This design comes from an exercise in tuning for small area, a short achievable clock period and few clock cycles per item on the open sky130 flow, not from production work.
Where RTL was checked, it was by simulation tests only, not by an equivalence proof against the original.

==> flow/design.v <==
module enigma_top (
  input  logic         clk,
  input  logic         reset_n,
  input  logic         set,
  input  logic         en,
  input  logic         valid,
  input  logic         dec,
  input  logic [7:0]   din,
  input  logic [31:0]  first_offset,
  input  logic [31:0]  second_offset,
  input  logic [31:0]  third_offset,
  input  logic [31:0]  first_delay,
  input  logic [31:0]  second_delay,
  input  logic [31:0]  third_delay,
  input  logic [207:0] first_idx_in,
  input  logic [207:0] second_idx_in,
  input  logic [207:0] third_idx_in,
  input  logic [207:0] reflector_idx_in,
  output logic [7:0]   dout,
  output logic         done
);
  typedef logic [129:0] tbl_t;
  function automatic logic [9:0] fold26(input logic [31:0] v);
    logic [7:0] pa, pb;
    logic [8:0] t;
    pa = 8'(v[6:1]) + 8'(v[18:13]) + 8'(v[30:25]);
    pb = 8'(v[12:7]) + 8'(v[24:19]) + 8'(v[31]);
    t = 9'(pa) + 9'd130 - 9'(pb);
    fold26 = {t, v[0]};
  endfunction
  function automatic logic [4:0] red26(input logic [9:0] f);
    logic [6:0] u;
    logic [3:0] r;
    u = 7'd13 + 7'(f[6:1]) - 7'(f[9:7]);
    r = 4'(u % 7'd13);
    red26 = {r, f[0]};
  endfunction
  function automatic logic [4:0] turn(input logic [4:0] a, input logic [4:0] b);
    logic [4:0] d;
    d = (a >= b) ? 5'(a - b) : 5'(a + 5'd26 - b);
    turn = (d > 5'd13) ? 5'(d - 5'd26) : d;
  endfunction
  function automatic logic [4:0] inc_r(input logic [4:0] a);   
    inc_r = (a == 5'd26) ? 5'd1 : 5'(a + 5'd1);
  endfunction
  function automatic logic [4:0] dec_r(input logic [4:0] a);   
    dec_r = (a == 5'd1) ? 5'd26 : 5'(a - 5'd1);
  endfunction
  function automatic logic [25:0] dcd(input logic [4:0] a);
    logic [25:0] h;
    for (int j = 0; j < 26; j++) h[j] = (a == 5'(j)) || (j == 0 && a == 5'd26);
    dcd = h;
  endfunction
  function automatic logic [4:0] sel(input tbl_t t, input logic [25:0] h);
    logic [4:0] r;
    r = '0;
    for (int j = 0; j < 26; j++) r = r | (t[5*j +: 5] & {5{h[j]}});
    sel = r;
  endfunction
  function automatic logic [25:0] hrot(input logic [25:0] h, input logic up);
    hrot = up ? {h[0], h[25:1]} : {h[24:0], h[25]};
  endfunction
  function automatic logic [4:0] srch(input tbl_t t, input logic [4:0] v);
    logic [4:0] r;
    r = '0;
    for (int j = 0; j < 26; j++)
      if (t[5*j +: 5] == v) r = r | ((j == 0) ? 5'd26 : 5'(j));
    srch = r;
  endfunction
  function automatic logic [25:0] mtch(input tbl_t t, input logic [4:0] v);
    logic [25:0] m;
    for (int j = 0; j < 26; j++) m[j] = (t[5*j +: 5] == v);
    mtch = m;
  endfunction
  function automatic logic [4:0] enc(input logic [25:0] m);
    logic [4:0] r;
    r = '0;
    for (int j = 0; j < 26; j++) r = r | ({5{m[j]}} & ((j == 0) ? 5'd26 : 5'(j)));
    enc = r;
  endfunction
  function automatic tbl_t rot(input tbl_t t, input logic up);
    tbl_t r;
    for (int i = 0; i < 26; i++)
      r[5*i +: 5] = up ? t[5*((i + 1) % 26) +: 5] : t[5*((i + 25) % 26) +: 5];
    rot = r;
  endfunction
  function automatic tbl_t rot_r(input tbl_t t, input logic up);
    tbl_t r;
    for (int i = 0; i < 26; i++) begin
      logic [4:0] x, y, tg;
      logic c;
      x = up ? t[5*((i + 1) % 26) +: 5] : t[5*((i + 25) % 26) +: 5];
      c = 1'b1;
      for (int b = 0; b < 5; b++) begin
        tg[b] = c;
        c = c & (x[b] ^ up);
      end
      y = x ^ tg;
      if (up && x == 5'd1) y = 5'd26;
      if (!up && x == 5'd26) y = 5'd1;
      r[5*i +: 5] = y;
    end
    rot_r = r;
  endfunction
  function automatic tbl_t load(input logic [207:0] v);
    tbl_t r;
    for (int i = 0; i < 26; i++) r[5*i +: 5] = v[8*((i + 25) % 26) +: 5];
    load = r;
  endfunction
  logic        busy_q, wait_q, done_q, init1_q, init2_q;
  logic [25:0] res_q;                     
  logic        nl_q;                      
  logic [7:0]  dnl_q;
  logic [7:0]  din_q;
  logic        letter_q, dec_q;
  logic [4:0]  mid_q;                     
  logic [9:0]  f1_q, f2_q, f3_q;           
  logic [4:0]  pend_q [4];                 
  logic [31:0] n1_q, n2_q, n3_q;           
  logic [31:0] d1_q, d2_q, d3_q;           
  tbl_t        s1_q, s2_q, s3_q, sr_q;
  logic z1, z2, z3;    
  logic t1, t2, t3;    
  assign z1 = (n1_q == 32'd1);
  assign z2 = (n2_q == 32'd1);
  assign z3 = (n3_q == 32'd1);
  assign t1 = (n1_q == d1_q);
  assign t2 = (n2_q == d2_q);
  assign t3 = (n3_q == d3_q);
  logic aligned;
  assign aligned = !init1_q && !init2_q && (pend_q[0] == '0) && (pend_q[1] == '0) &&
                   (pend_q[2] == '0) && (pend_q[3] == '0);
  logic letter_in, accept, go_in, go_wait, finish, step, undo;
  assign letter_in = (din >= 8'd65) && (din <= 8'd90);
  assign accept  = !busy_q && !wait_q && valid && en;
  assign go_in   = accept && aligned;
  assign go_wait = wait_q && aligned;
  assign finish  = busy_q;
  assign undo    = accept && dec && letter_in;
  assign step    = finish && letter_q && !dec_q;
  logic [3:0] st_turn, un_turn;
  assign st_turn = {t1 && t2 && t3, t1 && t2 && !t3, t1 && !t2, t1};
  assign un_turn = {z1 && z2 && z3, z1 && z2 && !z3, z1 && !z2, z1};
  logic [4:0] v1, v2, v3, r4, m3, m2;
  logic [25:0] mh1;
  logic       u1, u2;
  assign u1 = !wait_q && dec && un_turn[0];
  assign u2 = !wait_q && dec && un_turn[1];
  logic [25:0] h1, h2;
  assign h1 = dcd(din[4:0]);
  assign v1 = sel(s1_q, wait_q ? dcd(din_q[4:0]) : u1 ? hrot(h1, 1'b1) : h1);
  assign h2 = dcd(v1);
  assign v2 = sel(s2_q, u2 ? hrot(h2, 1'b0) : h2);
  assign v3  = sel(s3_q, dcd(mid_q));
  assign r4 = sel(sr_q, dcd(v3));
  assign m3 = srch(s3_q, r4);
  assign m2 = srch(s2_q, m3);
  assign mh1 = mtch(s1_q, m2);
  logic [2:0] lvl;       
  logic [31:0] cx, cy;
  always_comb begin
    if (busy_q) lvl = {t1 && t2 && !t3, t1 && !t2, !t1};
    else        lvl = {z1 && z2 && !z3, z1 && !z2, !z1};
    cx = lvl[0] ? n1_q : lvl[1] ? n2_q : n3_q;
    begin
      logic c;
      c = 1'b1;
      for (int i = 0; i < 32; i++) begin
        cy[i] = cx[i] ^ c;
        c = c & (cx[i] ^ !busy_q);
      end
    end
  end
  logic [4:0] p1, p2, p3;
  assign p1 = f1_q[4:0];
  assign p2 = f2_q[4:0];
  assign p3 = f3_q[4:0];
  logic [4:0] pend_cur [4];
  logic [4:0] pend_base [4];
  logic [4:0] pend_d [4];
  always_comb begin
    if (init2_q) begin
      pend_cur[0] = 5'(turn(p1, 5'd0) + pend_q[0]);
      pend_cur[1] = 5'(turn(p2, p1) + pend_q[1]);
      pend_cur[2] = 5'(turn(p3, p2) + pend_q[2]);
      pend_cur[3] = 5'(turn(5'd0, p3) + pend_q[3]);
    end else begin
      for (int k = 0; k < 4; k++) pend_cur[k] = pend_q[k];
    end
    for (int k = 0; k < 4; k++)
      pend_base[k] = (init1_q || pend_cur[k] == '0) ? pend_cur[k] :
                     pend_cur[k][4] ? 5'(pend_cur[k] + 5'd1) : 5'(pend_cur[k] - 5'd1);
    for (int k = 0; k < 4; k++) pend_d[k] = pend_base[k];
    if (undo && !aligned) begin
      if (un_turn[0]) pend_d[0] = 5'(pend_base[0] - 5'd1);
      for (int k = 1; k < 4; k++)
        if (un_turn[k]) pend_d[k] = 5'(pend_base[k] + 5'd1);
    end
  end
  logic [3:0] tn, tn_up;
  always_comb begin
    for (int k = 0; k < 4; k++) begin
      tn[k] = 1'b0;
      tn_up[k] = 1'b0;
      if (!init1_q && pend_cur[k] != '0) begin
        tn[k] = 1'b1;
        tn_up[k] = !pend_cur[k][4];
      end
    end
    if (aligned && undo) begin
      tn = un_turn;
      tn_up = {un_turn[3:1], 1'b0};
    end else if (step) begin
      tn = st_turn;
      tn_up = {3'b000, st_turn[0]};
    end
  end
  always_ff @(posedge clk) begin
    if (!wait_q) begin
      din_q    <= din;
      letter_q <= letter_in;
      dec_q    <= dec;
    end
    mid_q <= v2;
    if (reset_n) begin
      busy_q <= 1'b0;
      wait_q <= 1'b0;
      done_q <= 1'b0;
      init1_q <= 1'b0;
      init2_q <= 1'b0;
      res_q <= '0;
      nl_q <= 1'b1;
      dnl_q <= '0;
      for (int k = 0; k < 4; k++) pend_q[k] <= '0;
    end else if (set) begin
      busy_q <= 1'b0;
      wait_q <= 1'b0;
      done_q <= 1'b0;
      init1_q <= 1'b1;
      init2_q <= 1'b0;
      for (int k = 0; k < 4; k++) pend_q[k] <= '0;
      f1_q <= fold26(first_offset);
      f2_q <= fold26(second_offset);
      f3_q <= fold26(third_offset);
      n1_q <= 32'd1;  n2_q <= 32'd1;  n3_q <= 32'd1;
      d1_q <= {first_delay[31:1],  first_delay[0]  | (first_delay  == 32'd0)};
      d2_q <= {second_delay[31:1], second_delay[0] | (second_delay == 32'd0)};
      d3_q <= {third_delay[31:1],  third_delay[0]  | (third_delay  == 32'd0)};
      s1_q <= load(first_idx_in);
      s2_q <= load(second_idx_in);
      s3_q <= load(third_idx_in);
      sr_q <= load(reflector_idx_in);
    end else begin
      busy_q <= go_in || go_wait;
      wait_q <= (wait_q && !aligned) || (accept && !aligned);
      done_q <= finish;
      init1_q <= 1'b0;
      init2_q <= init1_q;
      if (init1_q) begin
        f1_q[4:0] <= red26(f1_q);
        f2_q[4:0] <= red26(f2_q);
        f3_q[4:0] <= red26(f3_q);
      end
      for (int k = 0; k < 4; k++) pend_q[k] <= pend_d[k];
      if (finish) begin
        res_q <= mh1;
        nl_q  <= !letter_q;
        dnl_q <= din_q;
      end
      if (tn[0]) s1_q <= rot(s1_q, tn_up[0]);
      if (tn[1]) s2_q <= rot(s2_q, tn_up[1]);
      if (tn[2]) s3_q <= rot(s3_q, tn_up[2]);
      if (tn[3]) sr_q <= rot_r(sr_q, tn_up[3]);
      if (undo || step) begin
        n1_q <= lvl[0] ? cy : (busy_q ? 32'd1 : d1_q);
        if (!lvl[0]) n2_q <= lvl[1] ? cy : (busy_q ? 32'd1 : d2_q);
        if (!lvl[0] && !lvl[1]) n3_q <= lvl[2] ? cy : (busy_q ? 32'd1 : d3_q);
      end
    end
  end
  assign dout = nl_q ? dnl_q : {3'b010, enc(res_q)};
  assign done = done_q;
endmodule
Settings: LEC_CHECK=0, CAP_MARGIN=20, CORE_MARGIN=2, CORE_UTILIZATION=40, SLEW_MARGIN=20; clock period 21.0 ns.
standard.sh (not shown) runs the stock make flow with config.mk's settings and CLKGATE_MAP_FILE= SYNTH_SCRIPT=/design/flow/synth_recipe.tcl, a recipe that flattens the netlist after the stock synthesis.
==> flow/flow/run.sh <==
#!/bin/bash
# Standard layout, with plain buf_1 cells as the port buffers and a setup
# margin that makes repair_timing work on the paths that set the period.
set -euo pipefail
bash standard.sh \
  "BUFFER_PORTS_ARGS=-buffer_cell sky130_fd_sc_hd__buf_1" \
  SETUP_SLACK_MARGIN=14 \
  finish > standard_flow.log 2>&1
Testbench counts at the start, summed over its fixed seeds: cycles 72,203, chars 31,512.
Change:
--- a/flow/design.v
+++ b/flow/design.v
@@ -86,20 +86,8 @@
   endfunction
   function automatic tbl_t rot_r(input tbl_t t, input logic up);
     tbl_t r;
-    for (int i = 0; i < 26; i++) begin
-      logic [4:0] x, y, tg;
-      logic c;
-      x = up ? t[5*((i + 1) % 26) +: 5] : t[5*((i + 25) % 26) +: 5];
-      c = 1'b1;
-      for (int b = 0; b < 5; b++) begin
-        tg[b] = c;
-        c = c & (x[b] ^ up);
-      end
-      y = x ^ tg;
-      if (up && x == 5'd1) y = 5'd26;
-      if (!up && x == 5'd26) y = 5'd1;
-      r[5*i +: 5] = y;
-    end
+    for (int i = 0; i < 26; i++)
+      r[5*i +: 5] = up ? dec_r(t[5*((i + 1) % 26) +: 5]) : inc_r(t[5*((i + 25) % 26) +: 5]);
     rot_r = r;
   endfunction
   function automatic tbl_t load(input logic [207:0] v);
@@ -136,8 +124,8 @@
   assign go_in   = accept && aligned;
   assign go_wait = wait_q && aligned;
   assign finish  = busy_q;
-  assign undo    = accept && dec && letter_in;
-  assign step    = finish && letter_q && !dec_q;
+  assign undo    = accept && dec;
+  assign step    = finish && (letter_q != dec_q);
   logic [3:0] st_turn, un_turn;
   assign st_turn = {t1 && t2 && t3, t1 && t2 && !t3, t1 && !t2, t1};
   assign un_turn = {z1 && z2 && z3, z1 && z2 && !z3, z1 && !z2, z1};
Die area rises by a few percent; global-route usage falls by 1.0 points; setup slack got worse by 300 ps; final area falls by a few percent; hold slack got worse by 3.3 ps; final cell count rises slightly; sequential share of layout area rises by 1.0 points; core utilization falls by 2.9 points; via count rises slightly; synthesized cell count rises by a few percent.
No functional check of the RTL was part of the second run of this note.

## static timing again, ports no longer ideal
In the flow no input, the clock included, has a driving cell. The finished layouts below were timed again as built, in two steps.
Step 1 (the two cells are an assumption about what drives the block):
set clk [get_ports {clk}]
set_driving_cell -lib_cell sky130_fd_sc_hd__clkbuf_16 $clk
set_driving_cell -lib_cell sky130_fd_sc_hd__buf_2 [delete_from_list [all_inputs] $clk]
Step 2 adds t to the input delays and takes it off the output delays; t is the mean of the earliest and latest rising clock arrival at the registers after step 1. Input paths then give back, and output paths get back, about the clock's delay inside the block.
a / b / c = ideal / step 1 / step 2; a / b = the first two.
run	t (ns)	setup slack, ns	worst register clock-pin slew, ns	worst data-port slew with drivers (ns)
the first run	0.788	13.506 / 13.498 / 12.711	0.07 / 0.07	0.17
the second run	0.820	13.201 / 13.142 / 12.322	0.07 / 0.07	0.25
After both steps setup and hold are still met in every run listed. For the second run, which loses most, drivers alone change the setup slack by -0.059 ns; drivers and shift together by -0.879 ns.
